What follows belongs to an exercise in optimizing a design on an open flow for a short achievable clock period and few clock cycles per item; a production flow would make more cautious choices.
Power figures rest on the tool's default switching activity, not on a simulated workload.

// cpu_top
module cpu_top
(
    input  logic        clk,
    input  logic        reset,
    input  logic [15:0] mem_rdata,
    output logic [15:0] mem_addr,
    output logic        mem_we,
    output logic [15:0] mem_wdata,
    output logic        halted
);
export LEC_CHECK = 0
export CAP_MARGIN = 20
export CORE_MARGIN = 2
export CORE_UTILIZATION = 40
export SETUP_SLACK_MARGIN = 5
export SLEW_MARGIN = 20
export SYNTH_HIERARCHICAL = 1
create_clock -name core_clock -period 8.0 [get_ports {clk}]
run.sh (not shown) runs the stock make flow with config.mk's settings and CLKGATE_MAP_FILE= SYNTH_SCRIPT=/design/flow/synth_recipe.tcl, a recipe that flattens the netlist after the stock synthesis.
Rerun with:
--- a/flow/design.v
+++ b/flow/design.v
@@ -136,24 +136,24 @@
         else if (f_or)  logic_res = opa | opb;
         else            logic_res = opa ^ opb;
     end
     assign other_res = c_mov ? opb : (c_ldic ? imm : logic_res);
     assign alu_res   = ({16{f_add}} & sum) | ({16{f_sub}} & ~sum) | ({16{f_oth}} & other_res);
     assign z_new = (zs_eq  && (opa == opb)) ||
                    (zs_ff  && (opa == 16'hffff)) ||
                    (zs_one && (opa == 16'h0001)) ||
                    (zs_and && ((opa & opb) == 16'h0000)) ||
                    (zs_or  && ((opa | opb) == 16'h0000)) ||
                    (zs_add && ((opa ^ opb) == {opa[14:0] | opb[14:0], 1'b0}));
-    localparam int XC_N = 8;
-    localparam int XC_B = 3;
+    localparam int XC_N = 16;
+    localparam int XC_B = 4;
     logic [15:0]        xc_d [XC_N];
     logic [15-XC_B:0]   xc_t [XC_N];
     logic [XC_N-1:0]    xc_v;
     logic x1;           
     logic one_cyc;      
     logic load_rd;      
     logic load_ib;      
     logic load;
     dec_t nd;
     dec_t d_rd, d_ib;
     logic [15:0] la;    
Die area increases by 39%.
Clock power rose by about 30%.
Cell count is higher by about 33%.
Via count goes up by 44%.
Critical path depth decreases by 1.
Worst hold slack barely changes.
No run of this note included a check of the RTL's function; only the layout flow was run.

* * *

cpu_top, a different RTL version from the one above (not shown whole).
For scale: roughly 4100 cells after synthesis, roughly 710 flip-flops.
Settings: LEC_CHECK=0, CAP_MARGIN=20, CORE_MARGIN=2, CORE_UTILIZATION=40, SETUP_SLACK_MARGIN=5, SLEW_MARGIN=20, SYNTH_HIERARCHICAL=1; clock period 8.0 ns.
Change:
--- a/flow/design.v
+++ b/flow/design.v
@@ -190,24 +190,29 @@
     logic [XC_B-1:0] idx1, idx2, idx3, idx4;
     logic [XC_B-1:0] upd_idx;         
     logic        upd;
     assign hit_ma  = (seq1 && hit1_r) || (seq2 && hit2_r) || (seq3 && hit3_r) || (seq4 && hit4_r);
     assign xd_ma   = seq1 ? xd1_r : (seq2 ? xd2_r : (seq3 ? xd3_r : xd4_r));
     assign n_hit   = dcyc ? ra_hit : hit_ma;
     assign n_xd    = dcyc ? ra_xd : xd_ma;
     assign n_idx   = mai[XC_B-1:0];
+    function automatic logic xc_hit(input logic [15:0] adr);
+        xc_hit = xc_v[adr[XC_B-1:0]] && (xc_t[adr[XC_B-1:0]] == adr[15:XC_B]);
+    endfunction
     assign idx1    = la1[XC_B-1:0];
     assign idx2    = la2[XC_B-1:0];
-    assign hit1    = xc_v[idx1] && (xc_t[idx1] == la1[15:XC_B]);
-    assign hit2    = xc_v[idx2] && (xc_t[idx2] == la2[15:XC_B]);
+    assign hit1    = dcyc ? xc_hit(ra1) : xc_hit(ma1);
+    assign hit2    = dcyc ? xc_hit(ra2) : xc_hit(ma2);
     assign idx3    = n_xd[XC_B-1:0];
     assign idx4    = mem_rdata[XC_B-1:0];
-    assign hit3    = xc_v[idx3] && (xc_t[idx3] == n_xd[15:XC_B]);
-    assign hit4    = xc_v[idx4] && (xc_t[idx4] == mem_rdata[15:XC_B]);
+    assign hit3    = dcyc ? xc_hit(ra_xd) :
+                     ((seq1 && xc_hit(xd1_r)) || (seq2 && xc_hit(xd2_r)) ||
+                      (seq3 && xc_hit(xd3_r)) || (!seq1 && !seq2 && !seq3 && xc_hit(xd4_r)));
+    assign hit4    = xc_hit(mem_rdata);
     assign upd     = x1 && (c_ldi || c_jmp || c_st);
     assign upd_idx = c_st ? opa[XC_B-1:0] - 1'b1 : ir_pc[XC_B-1:0];
     assign n_jcc   = nd.jz || nd.jnz;
     logic        wr_alu;
     logic        wr_mem;
     logic        wb_v;
     logic [2:0]  wb_rx;
     logic [15:0] wb_d;
Combinational power fell by about 3%.
Global-route usage shrinks by 0.91 points.
Die area is higher by 12%.
Final area goes up by 8.2%.
Count of clock-buffer cells in the layout is unchanged.
Sequential share of layout area went down by 2.4 points.
Worst hold slack got worse by 0.0064 ns.
Critical path depth rises by 3.
Total power rose by 1.2%.
No run of this note included a check of the RTL's function; only the layout flow was run.

* * *

run A:
cpu_top, a different RTL version from the one above (not shown whole).
For scale: ~5000 cells after synthesis, about 740 flip-flops, roughly 52 I/O pins.
Settings: LEC_CHECK=0, CAP_MARGIN=20, CORE_MARGIN=2, CORE_UTILIZATION=40, SETUP_SLACK_MARGIN=5, SLEW_MARGIN=20, SYNTH_HIERARCHICAL=1; clock period 8.0 ns.
## Diff of input files: run B against run A
--- a/flow/design.v
+++ b/flow/design.v
@@ -201,21 +201,25 @@
     logic        hit1, hit2, hit3, hit4;
     logic [XC_B-1:0] idx1, idx2, idx3, idx4;
     logic [XC_B-1:0] upd_idx;         
     logic        upd;
     assign hit_ma  = (seq1 && hit1_r) || (seq2 && hit2_r) || (seq3 && hit3_r) || (seq4 && hit4_r);
     assign xd_ma   = seq1 ? xd1_r : (seq2 ? xd2_r : (seq3 ? xd3_r : xd4_r));
     assign n_hit   = dcyc ? ra_hit : hit_ma;
     assign n_xd    = dcyc ? ra_xd : xd_ma;
     assign n_idx   = mai[XC_B-1:0];
     function automatic logic xc_hit(input logic [15:0] adr);
-        xc_hit = xc_v[adr[XC_B-1:0]] && (xc_t[adr[XC_B-1:0]] == adr[15:XC_B]);
+        logic h;
+        h = 1'b0;
+        for (int k = 0; k < XC_N; k++)
+            h = h | (xc_v[k] && adr[XC_B-1:0] == XC_B'(k) && xc_t[k] == adr[15:XC_B]);
+        xc_hit = h;
     endfunction
     assign idx1    = la1[XC_B-1:0];
     assign idx2    = la2[XC_B-1:0];
     assign hit1    = dcyc ? xc_hit(ra1) : xc_hit(ma1);
     assign hit2    = dcyc ? xc_hit(ra2) : xc_hit(ma2);
     assign idx3    = n_xd[XC_B-1:0];
     assign idx4    = mem_rdata[XC_B-1:0];
     assign hit3    = dcyc ? xc_hit(ra_xd) :
                      ((seq1 && xc_hit(xd1_r)) || (seq2 && xc_hit(xd2_r)) ||
                       (seq3 && xc_hit(xd3_r)) || (!seq1 && !seq2 && !seq3 && xc_hit(xd4_r)));
Results
| adder-cell area share of the yosys netlist | run A vs run B | ≈ equal |. Summary of run B over run A: die area increased by 9900 sq um relative to the old numbers, final instance area grew by 6.3%, synthesized netlist net count grew by about 22%, xor-xnor portion of the synthesized cell area rose 14 points, part of the total power dissipated in the clock network saw little to no change. In the reports, the flip-flop count of run B falls short of that of run A. In the flow results for run A and run B, the final worst-path cycle share is smaller on run A. Cell at the slowest stage of the critical path = or4_4: run A; cell at the slowest stage of the critical path = edfxtp_1: run B. Run A → run B: synthesized cell count has increased; detailed placer's ending HPWL has increased; fraction of standard cell area in multi-input logic has increased; wire length has increased. The final layout from run A, which completed every stage, passed the timing, DRC and antenna checks at the end of the flow. Run B finished every stage and its layout cleared the timing, DRC and antenna checks.
No functional check of the RTL was part of any run of this note.

* * *

== main ==
The RTL this note starts from:
==> flow/design.v <==
`timescale 1ns/100ps
module ks_add16
(
    input  logic [15:0] x,
    input  logic [15:0] y,
    output logic [15:0] s
);
    always_comb begin
        logic [15:0] g, p, gg, pp, ng, np;
        g  = x & y;
        p  = x ^ y;
        gg = g;
        pp = p;
        for (int l = 0; l < 4; l++) begin
            ng = gg;
            np = pp;
            for (int i = 0; i < 16; i++) begin
                if (i >= (1 << l)) begin
                    ng[i] = gg[i] | (pp[i] & gg[i - (1 << l)]);
                    np[i] = pp[i] & pp[i - (1 << l)];
                end
            end
            gg = ng;
            pp = np;
        end
        s = p ^ {gg[14:0], 1'b0};
    end
endmodule
module cpu_top
(
    input  logic        clk,
    input  logic        reset,
    input  logic [15:0] mem_rdata,
    output logic [15:0] mem_addr,
    output logic        mem_we,
    output logic [15:0] mem_wdata,
    output logic        halted
);
    logic [15:0] regs [8];
    logic        z;
    logic [15:0] ma;       
    logic [15:0] man;      
    logic [15:0] mai;
    logic        we;
    logic [15:0] wd;
    logic        ir_v;
    logic [2:0]  ir_rx;
    logic [15:0] ir_pc;    
    logic [15:0] opa;      
    logic [15:0] opb;      
    logic [15:0] opx;      
    logic [15:0] opy;      
    logic [15:0] imm;      
    logic        c_alu;    
    logic        c_cmp;
    logic        c_mov;
    logic        c_ldi;    
    logic        c_ldic;   
    logic        c_jmp;    
    logic        c_ld;
    logic        c_st;
    logic        f_add;     
    logic        f_sub;     
    logic        f_oth;     
    logic        f_not;
    logic        f_and;
    logic        f_or;
    logic        zs_eq;     
    logic        zs_ff;     
    logic        zs_one;    
    logic        zs_and;
    logic        zs_or;
    logic        zs_add;
    logic        dcyc;
    logic [15:0] ib;        
    logic [15:0] ra;        
    logic [15:0] ra1;       
    logic [15:0] ra2;       
    logic        stale;     
    logic        hlt;       
    logic        run;       
    typedef struct packed {
        logic       halt;
        logic [2:0] rx;
        logic [2:0] ry;
        logic       alu, cmp, mov, ldi, jmp, jz, jnz, ld, st;
        logic       arith, useb, inc, dec, sub, fnot, fand, f_or;
        logic       zeq, zff, zone, zand, zor, zadd;
    } dec_t;
    function automatic dec_t decode(input logic [15:0] w);
        dec_t d;
        logic [5:0] op;
        op = w[15:10];
        d = '0;
        d.rx   = w[9:7];
        d.ry   = w[6:4];
        d.halt = (op == 6'd0);
        d.alu  = (op == 6'd4) || (op == 6'd5) || (op == 6'd6) ||
                 (op == 6'd7) || (op == 6'd8)  || (op == 6'd9) ||
                 (op == 6'd10) || (op == 6'd12);
        d.cmp  = (op == 6'd16);
        d.mov  = (op == 6'd32);
        d.ldi  = (op == 6'd35);
        d.jmp  = (op == 6'd23);
        d.jz   = (op == 6'd24);
        d.jnz  = (op == 6'd25);
        d.ld   = (op == 6'd33);
        d.st   = (op == 6'd37);
        d.arith = (op == 6'd5) || (op == 6'd6) || (op == 6'd10) ||
                  (op == 6'd12) || (op == 6'd16);
        d.useb  = (op == 6'd10) || (op == 6'd12) || (op == 6'd16);
        d.inc   = (op == 6'd5);
        d.dec   = (op == 6'd6);
        d.sub   = (op == 6'd12) || (op == 6'd16);
        d.fnot  = (op == 6'd4);
        d.fand  = (op == 6'd7);
        d.f_or  = (op == 6'd8);
        d.zeq   = (op == 6'd12) || (op == 6'd16) || (op == 6'd9);
        d.zff   = (op == 6'd4) || (op == 6'd5);
        d.zone  = (op == 6'd6);
        d.zand  = (op == 6'd7);
        d.zor   = (op == 6'd8);
        d.zadd  = (op == 6'd10);
        decode = d;
    endfunction
    logic [15:0] sum, logic_res, other_res, alu_res;
    logic        z_new;
    ks_add16 u_add (
        .x (opx),
        .y (opy),
        .s (sum)
    );
    always_comb begin
        if (f_not)      logic_res = ~opa;
        else if (f_and) logic_res = opa & opb;
        else if (f_or)  logic_res = opa | opb;
        else            logic_res = opa ^ opb;
    end
    assign other_res = c_mov ? opb : (c_ldic ? imm : logic_res);
    assign alu_res   = ({16{f_add}} & sum) | ({16{f_sub}} & ~sum) | ({16{f_oth}} & other_res);
    assign z_new = (zs_eq  && (opa == opb)) ||
                   (zs_ff  && (opa == 16'hffff)) ||
                   (zs_one && (opa == 16'h0001)) ||
                   (zs_and && ((opa & opb) == 16'h0000)) ||
                   (zs_or  && ((opa | opb) == 16'h0000)) ||
                   (zs_add && ((opa ^ opb) == {opa[14:0] | opb[14:0], 1'b0}));
    localparam int XC_N = 8;
    localparam int XC_B = 3;
    logic [15:0]        xc_d [XC_N];
    logic [15-XC_B:0]   xc_t [XC_N];
    logic [XC_N-1:0]    xc_v;
    logic x1;           
    logic one_cyc;      
    logic load_rd;      
    logic load_ib;      
    logic load;
    dec_t nd;
    dec_t d_rd, d_ib;
    logic [15:0] la;    
    logic [15:0] ma1, ma2, la1, la2;
    logic        z_next;
    logic        n_jcc, n_hit;
    logic [15:0] n_xd;
    logic [XC_B-1:0] n_idx;
    assign x1      = ir_v && !dcyc;
    assign one_cyc = !(c_ldi || c_jmp || c_ld || c_st);
    assign load_rd = !dcyc && (!ir_v || one_cyc);
    assign load_ib = dcyc && !(c_st && stale);
    assign load    = load_rd || load_ib;
    assign d_rd    = decode(mem_rdata);
    assign d_ib    = decode(ib);
    assign nd      = dcyc ? d_ib : d_rd;
    assign mai     = ~man;
    assign ma1     = mai + 16'd1;
    assign ma2     = mai + 16'd2;
    assign la      = dcyc ? ra : mai;
    assign la1     = dcyc ? ra1 : ma1;
    assign la2     = dcyc ? ra2 : ma2;
    assign z_next  = (x1 && (c_alu || c_cmp)) ? z_new : z;
    logic        hit_ma;
    logic [15:0] xd_ma;
    logic        ra_hit;
    logic [15:0] ra_xd;
    assign n_idx   = mai[XC_B-1:0];
    logic [XC_N-1:0] tag_eq;
    always_comb begin
        for (int k = 0; k < XC_N; k++)
            tag_eq[k] = xc_v[k] && (xc_t[k] == mai[15:XC_B]);
    end
    assign hit_ma  = tag_eq[n_idx];
    assign xd_ma   = xc_d[n_idx];
    assign n_hit   = dcyc ? ra_hit : hit_ma;
    assign n_xd    = dcyc ? ra_xd : xd_ma;
    assign n_jcc   = nd.jz || nd.jnz;
    logic        wr_alu;
    logic        wr_mem;
    assign wr_alu = x1 && (c_alu || c_mov || c_ldic);
    assign wr_mem = (x1 && c_ldi) || (dcyc && c_ld);
    always_ff @(posedge clk or posedge reset) begin
        if (reset) begin
            for (int i = 0; i < 8; i++) regs[i] <= 16'd0;
        end else begin
            for (int i = 0; i < 8; i++) begin
                if (wr_alu && ir_rx == 3'(i))
                    regs[i] <= alu_res;
                else if (wr_mem && ir_rx == 3'(i))
                    regs[i] <= mem_rdata;
            end
        end
    end
    logic [15:0] rd_a, rd_b;
    logic        fa_alu, fa_mem, fb_alu, fb_mem;
    assign fa_alu = wr_alu && ir_rx == nd.rx;
    assign fb_alu = wr_alu && ir_rx == nd.ry;
    assign fa_mem = wr_mem && ir_rx == nd.rx;
    assign fb_mem = wr_mem && ir_rx == nd.ry;
    assign rd_a = fa_alu ? alu_res : (fa_mem ? mem_rdata : regs[nd.rx]);
    assign rd_b = fb_alu ? alu_res : (fb_mem ? mem_rdata : regs[nd.ry]);
    logic [15:0] ma_j;      
    logic [15:0] ma_nj;     
    logic        sel_j;
    logic        taken;
    logic [15:0] ma_jt;
    logic [15:0] ma_t, ma_n;
    logic [15:0] ma_d;
    assign sel_j = load && n_jcc;
    assign taken = z_next ^ nd.jnz;
    assign ma_jt = n_hit ? n_xd : la1;
    assign ma_t  = sel_j ? ma_jt : ma_nj;
    assign ma_n  = sel_j ? la2 : ma_nj;
    assign ma_d  = taken ? ma_t : ma_n;
    always_comb begin
        if (load) begin
            if (nd.jmp && n_hit)
                ma_nj = n_xd;
            else if (nd.ldi && n_hit)
                ma_nj = la2;
            else
                ma_nj = la1;
        end else if (dcyc) begin
            ma_nj = ra;
        end else if (c_ldi) begin
            ma_nj = ma1;
        end else if (c_jmp) begin
            ma_nj = mem_rdata;
        end else if (c_ld) begin
            ma_nj = opb;
        end else begin
            ma_nj = opa;
        end
    end
    always_ff @(posedge clk or posedge reset) begin
        if (reset) begin
            z     <= 1'b0;
            ma    <= 16'h0000;
            man   <= ~16'h0000;
            we    <= 1'b0;
            ir_v  <= 1'b0;
            dcyc  <= 1'b0;
            hlt   <= 1'b0;
            run   <= 1'b1;
            xc_v  <= '0;
        end else begin
            if (x1 && (c_alu || c_cmp))
                z <= z_new;
            ma   <= ma_d;
            man  <= ~ma_d;
            we   <= x1 && c_st && run;
            dcyc <= x1 && (c_ld || c_st);
            if (load) begin
                ir_v <= taken ? !nd.halt && !((nd.jmp || n_jcc) && n_hit)
                              : !nd.halt && !n_jcc && !(nd.jmp && n_hit);
                if (nd.halt) begin
                    hlt <= 1'b1;
                    run <= 1'b0;
                end
            end else begin
                ir_v <= 1'b0;
            end
            if (x1 && (c_ldi || c_jmp))
                xc_v[ir_pc[XC_B-1:0]] <= 1'b1;
            if (x1 && c_st)
                xc_v[opa[XC_B-1:0] - 1'b1] <= 1'b0;
        end
    end
    always_ff @(posedge clk) begin
        if (load) begin
            ir_rx   <= nd.rx;
            ir_pc   <= la;
            opa     <= rd_a;
            opb     <= rd_b;
            opx     <= rd_a ^ {16{nd.sub}};
            opy     <= nd.useb ? rd_b : {{15{nd.dec}}, nd.dec | nd.inc};
            imm     <= n_xd;
            c_alu   <= nd.alu;
            c_cmp   <= nd.cmp;
            c_mov   <= nd.mov;
            c_ldi   <= nd.ldi && !n_hit;
            c_ldic  <= nd.ldi && n_hit;
            c_jmp   <= nd.jmp || n_jcc;
            c_ld    <= nd.ld;
            c_st    <= nd.st;
            f_add   <= nd.arith && !nd.sub;
            f_sub   <= nd.sub;
            f_oth   <= !nd.arith;
            f_not   <= nd.fnot;
            f_and   <= nd.fand;
            f_or    <= nd.f_or;
            zs_eq   <= nd.zeq;
            zs_ff   <= nd.zff;
            zs_one  <= nd.zone;
            zs_and  <= nd.zand;
            zs_or   <= nd.zor;
            zs_add  <= nd.zadd;
        end
        if (x1 && (c_ld || c_st)) begin
            ib    <= mem_rdata;
            ra    <= mai;
            ra1   <= ma1;
            ra2   <= ma2;
            stale <= (opa == mai);
            ra_xd <= xd_ma;
            ra_hit <= hit_ma && !(c_st && (opa[XC_B-1:0] - 1'b1) == n_idx);
        end
        if (x1 && c_st)
            wd <= opb;
        if (x1 && (c_ldi || c_jmp)) begin
            xc_d[ir_pc[XC_B-1:0]] <= mem_rdata;
            xc_t[ir_pc[XC_B-1:0]] <= ir_pc[15:XC_B];
        end
    end
    assign mem_addr  = ma;
    assign mem_we    = we;
    assign mem_wdata = wd;
    assign halted    = hlt;
endmodule
clock: 8.0 ns
lec_check: 0
cap_margin: 20
core_margin: 2
core_utilization: 40
setup_slack_margin: 5
slew_margin: 20
synth_hierarchical: 1
--- input diff main..the feature branch ---
-- flow/design.v --
<<< main, line 178
    assign la2     = dcyc ? ra2 : ma2;
    assign z_next  = (x1 && (c_alu || c_cmp)) ? z_new : z;
    logic        hit_ma;
    logic [15:0] xd_ma;
    logic        ra_hit;
    logic [15:0] ra_xd;
    assign n_idx   = mai[XC_B-1:0];
    logic [XC_N-1:0] tag_eq;
    always_comb begin
        for (int k = 0; k < XC_N; k++)
            tag_eq[k] = xc_v[k] && (xc_t[k] == mai[15:XC_B]);
    end
    assign hit_ma  = tag_eq[n_idx];
    assign xd_ma   = xc_d[n_idx];
    assign n_hit   = dcyc ? ra_hit : hit_ma;
    assign n_xd    = dcyc ? ra_xd : xd_ma;
    assign n_jcc   = nd.jz || nd.jnz;
    logic        wr_alu;
>>> the feature branch, line 178
    assign la2     = dcyc ? ra2 : ma2;
    assign z_next  = (x1 && (c_alu || c_cmp)) ? z_new : z;
    logic        hit1_r, hit2_r;      
    logic [15:0] xd1_r, xd2_r;
    logic        seq1, seq2;          
    logic        hit_ma;
    logic [15:0] xd_ma;
    logic        ra_hit;
    logic [15:0] ra_xd;
    logic        hit1, hit2;
    logic [XC_B-1:0] idx1, idx2;
    logic [XC_B-1:0] upd_idx;         
    logic        upd;
    assign hit_ma  = (seq1 && hit1_r) || (seq2 && hit2_r);
    assign xd_ma   = seq1 ? xd1_r : xd2_r;
    assign n_hit   = dcyc ? ra_hit : hit_ma;
    assign n_xd    = dcyc ? ra_xd : xd_ma;
    assign n_idx   = mai[XC_B-1:0];
    assign idx1    = la1[XC_B-1:0];
    assign idx2    = la2[XC_B-1:0];
    assign hit1    = xc_v[idx1] && (xc_t[idx1] == la1[15:XC_B]);
    assign hit2    = xc_v[idx2] && (xc_t[idx2] == la2[15:XC_B]);
    assign upd     = x1 && (c_ldi || c_jmp || c_st);
    assign upd_idx = c_st ? opa[XC_B-1:0] - 1'b1 : ir_pc[XC_B-1:0];
    assign n_jcc   = nd.jz || nd.jnz;
    logic        wr_alu;
<<< main, line 211
    logic [15:0] rd_a, rd_b;
    logic        fa_alu, fa_mem, fb_alu, fb_mem;
    assign fa_alu = wr_alu && ir_rx == nd.rx;
    assign fb_alu = wr_alu && ir_rx == nd.ry;
    assign fa_mem = wr_mem && ir_rx == nd.rx;
    assign fb_mem = wr_mem && ir_rx == nd.ry;
    assign rd_a = fa_alu ? alu_res : (fa_mem ? mem_rdata : regs[nd.rx]);
    assign rd_b = fb_alu ? alu_res : (fb_mem ? mem_rdata : regs[nd.ry]);
    logic [15:0] ma_j;      
    logic [15:0] ma_nj;     
    logic        sel_j;
    logic        taken;
>>> the feature branch, line 219
    logic [15:0] rd_a, rd_b;
    logic        fa_alu, fa_mem, fb_alu, fb_mem;
    assign fa_alu = wr_alu && ir_rx == d_rd.rx;
    assign fb_alu = wr_alu && ir_rx == d_rd.ry;
    assign fa_mem = dcyc && c_ld && ir_rx == d_ib.rx;
    assign fb_mem = dcyc && c_ld && ir_rx == d_ib.ry;
    assign rd_a = fa_alu ? alu_res : (fa_mem ? mem_rdata : (dcyc ? regs[d_ib.rx] : regs[d_rd.rx]));
    assign rd_b = fb_alu ? alu_res : (fb_mem ? mem_rdata : (dcyc ? regs[d_ib.ry] : regs[d_rd.ry]));
    logic [15:0] ma_j;      
    logic [15:0] ma_nj;     
    logic        s1_nj;     
    logic        s2_nj;     
    assign s1_nj = load ? !(nd.jmp && n_hit) && !(nd.ldi && n_hit) : (!dcyc && c_ldi);
    assign s2_nj = load && !(nd.jmp && n_hit) && (nd.ldi && n_hit);
    logic        sel_j;
    logic        taken;
<<< main, line 255
            ma    <= 16'h0000;
            man   <= ~16'h0000;
            we    <= 1'b0;
            ir_v  <= 1'b0;
>>> the feature branch, line 267
            ma    <= 16'h0000;
            man   <= ~16'h0000;
            seq1  <= 1'b0;
            seq2  <= 1'b0;
            hit1_r <= 1'b0;
            hit2_r <= 1'b0;
            we    <= 1'b0;
            ir_v  <= 1'b0;
<<< main, line 266
            ma   <= ma_d;
            man  <= ~ma_d;
            we   <= x1 && c_st && run;
            dcyc <= x1 && (c_ld || c_st);
>>> the feature branch, line 282
            ma   <= ma_d;
            man  <= ~ma_d;
            seq1 <= taken ? ((sel_j && !n_hit) || (!sel_j && s1_nj)) : (!sel_j && s1_nj);
            seq2 <= taken ? (!sel_j && s2_nj) : (sel_j || s2_nj);
            hit1_r <= hit1 && !(upd && upd_idx == idx1);
            hit2_r <= hit2 && !(upd && upd_idx == idx2);
            we   <= x1 && c_st && run;
            dcyc <= x1 && (c_ld || c_st);
<<< main, line 314
            zs_add  <= nd.zadd;
        end
        if (x1 && (c_ld || c_st)) begin
            ib    <= mem_rdata;
>>> the feature branch, line 334
            zs_add  <= nd.zadd;
        end
        xd1_r <= xc_d[idx1];
        xd2_r <= xc_d[idx2];
        if (x1 && (c_ld || c_st)) begin
            ib    <= mem_rdata;
<<< main, line 321
            stale <= (opa == mai);
            ra_xd <= xd_ma;
            ra_hit <= hit_ma && !(c_st && (opa[XC_B-1:0] - 1'b1) == n_idx);
        end
        if (x1 && c_st)
>>> the feature branch, line 343
            stale <= (opa == mai);
            ra_xd <= xd_ma;
            ra_hit <= hit_ma && !(c_st && upd_idx == n_idx);
        end
        if (x1 && c_st)
==> run summary <==
On number of sinks handled by clock tree synthesis, the lower figure sits with main, not the feature branch.
The higher die span in x came out of the feature branch.
main -> the feature branch: number of buffers on the longest clock path delta 0, exact match
On sequential share of power, the higher figure sits with main, not the feature branch.
Summary of the comparison: worst slack at placement is higher in the feature branch, relative to main.
Where worst reg-to-reg setup slack is concerned, main is outperformed by the feature branch.
Comparing main and the feature branch, post-synthesis sequential area ratio is lower on the feature branch.
[the feature branch vs main] clock power: higher in the feature branch
Diff main -> the feature branch | well-tap cell count | up by more than 10%
Share of final layout cell area taken by clock buffers and inverters: main vs the feature branch, no meaningful difference
The met1 wire length in the feature branch is 1.07 times that in main.
The final reports for the feature branch and main show global-route met1 utilization lower in the former.
Looking at cell count after synthesis, the feature branch sits about 10% higher than main does.
Function was not checked in any run of this note: the RTL went through the layout flow alone.

port drivers added, routing unchanged:
The results above use ideal ports. As a check the final layouts listed here were re-extracted and re-timed, cells and wires unchanged. Step 1, drivers: a clkbuf_16 drives clk and a buf_2 each remaining input, both assumed. Step 2 adds t to the input delays and takes it off the output delays; t is the mean of the earliest and latest rising clock arrival at the registers after step 1. Input paths then give back, and output paths get back, about the clock's delay inside the block. Slacks: no drivers / after step 1 / after step 2; pairs: no drivers / after step 1.
run | t, ns | setup slack, ns | worst hold slack (ns) | cell pins on the clock port's net
the first run of note 1 | 0.739 | 4.725 / 4.734 / 3.995 | 0.472 / 0.472 / 0.472 | 1
the second run of note 1 | 0.839 | 4.593 / 4.289 / 3.450 | 0.472 / 0.472 / 0.472 | 1
the first run of note 2 | 0.742 | 4.889 / 4.889 / 4.194 | 0.471 / 0.471 / 0.471 | 1
the second run of note 2 | 0.728 | 4.894 / 4.867 / 4.139 | 0.465 / 0.465 / 0.465 | 1
run A | 0.780 | 4.836 / 4.685 / 3.905 | 0.428 / 0.428 / 0.428 | 1
run B | 0.782 | 4.556 / 4.556 / 3.928 | 0.430 / 0.430 / 0.430 | 1
main | 0.680 | 4.334 / 4.334 / 3.916 | 0.463 / 0.463 / 0.463 | 1
the feature branch | 0.724 | 4.768 / 4.768 / 4.105 | 0.459 / 0.459 / 0.459 | 1
After both steps every run listed still meets setup and hold. The setup slack of the second run of note 1, which loses most, moves by -0.304 ns with the drivers and by -1.143 ns with both steps.
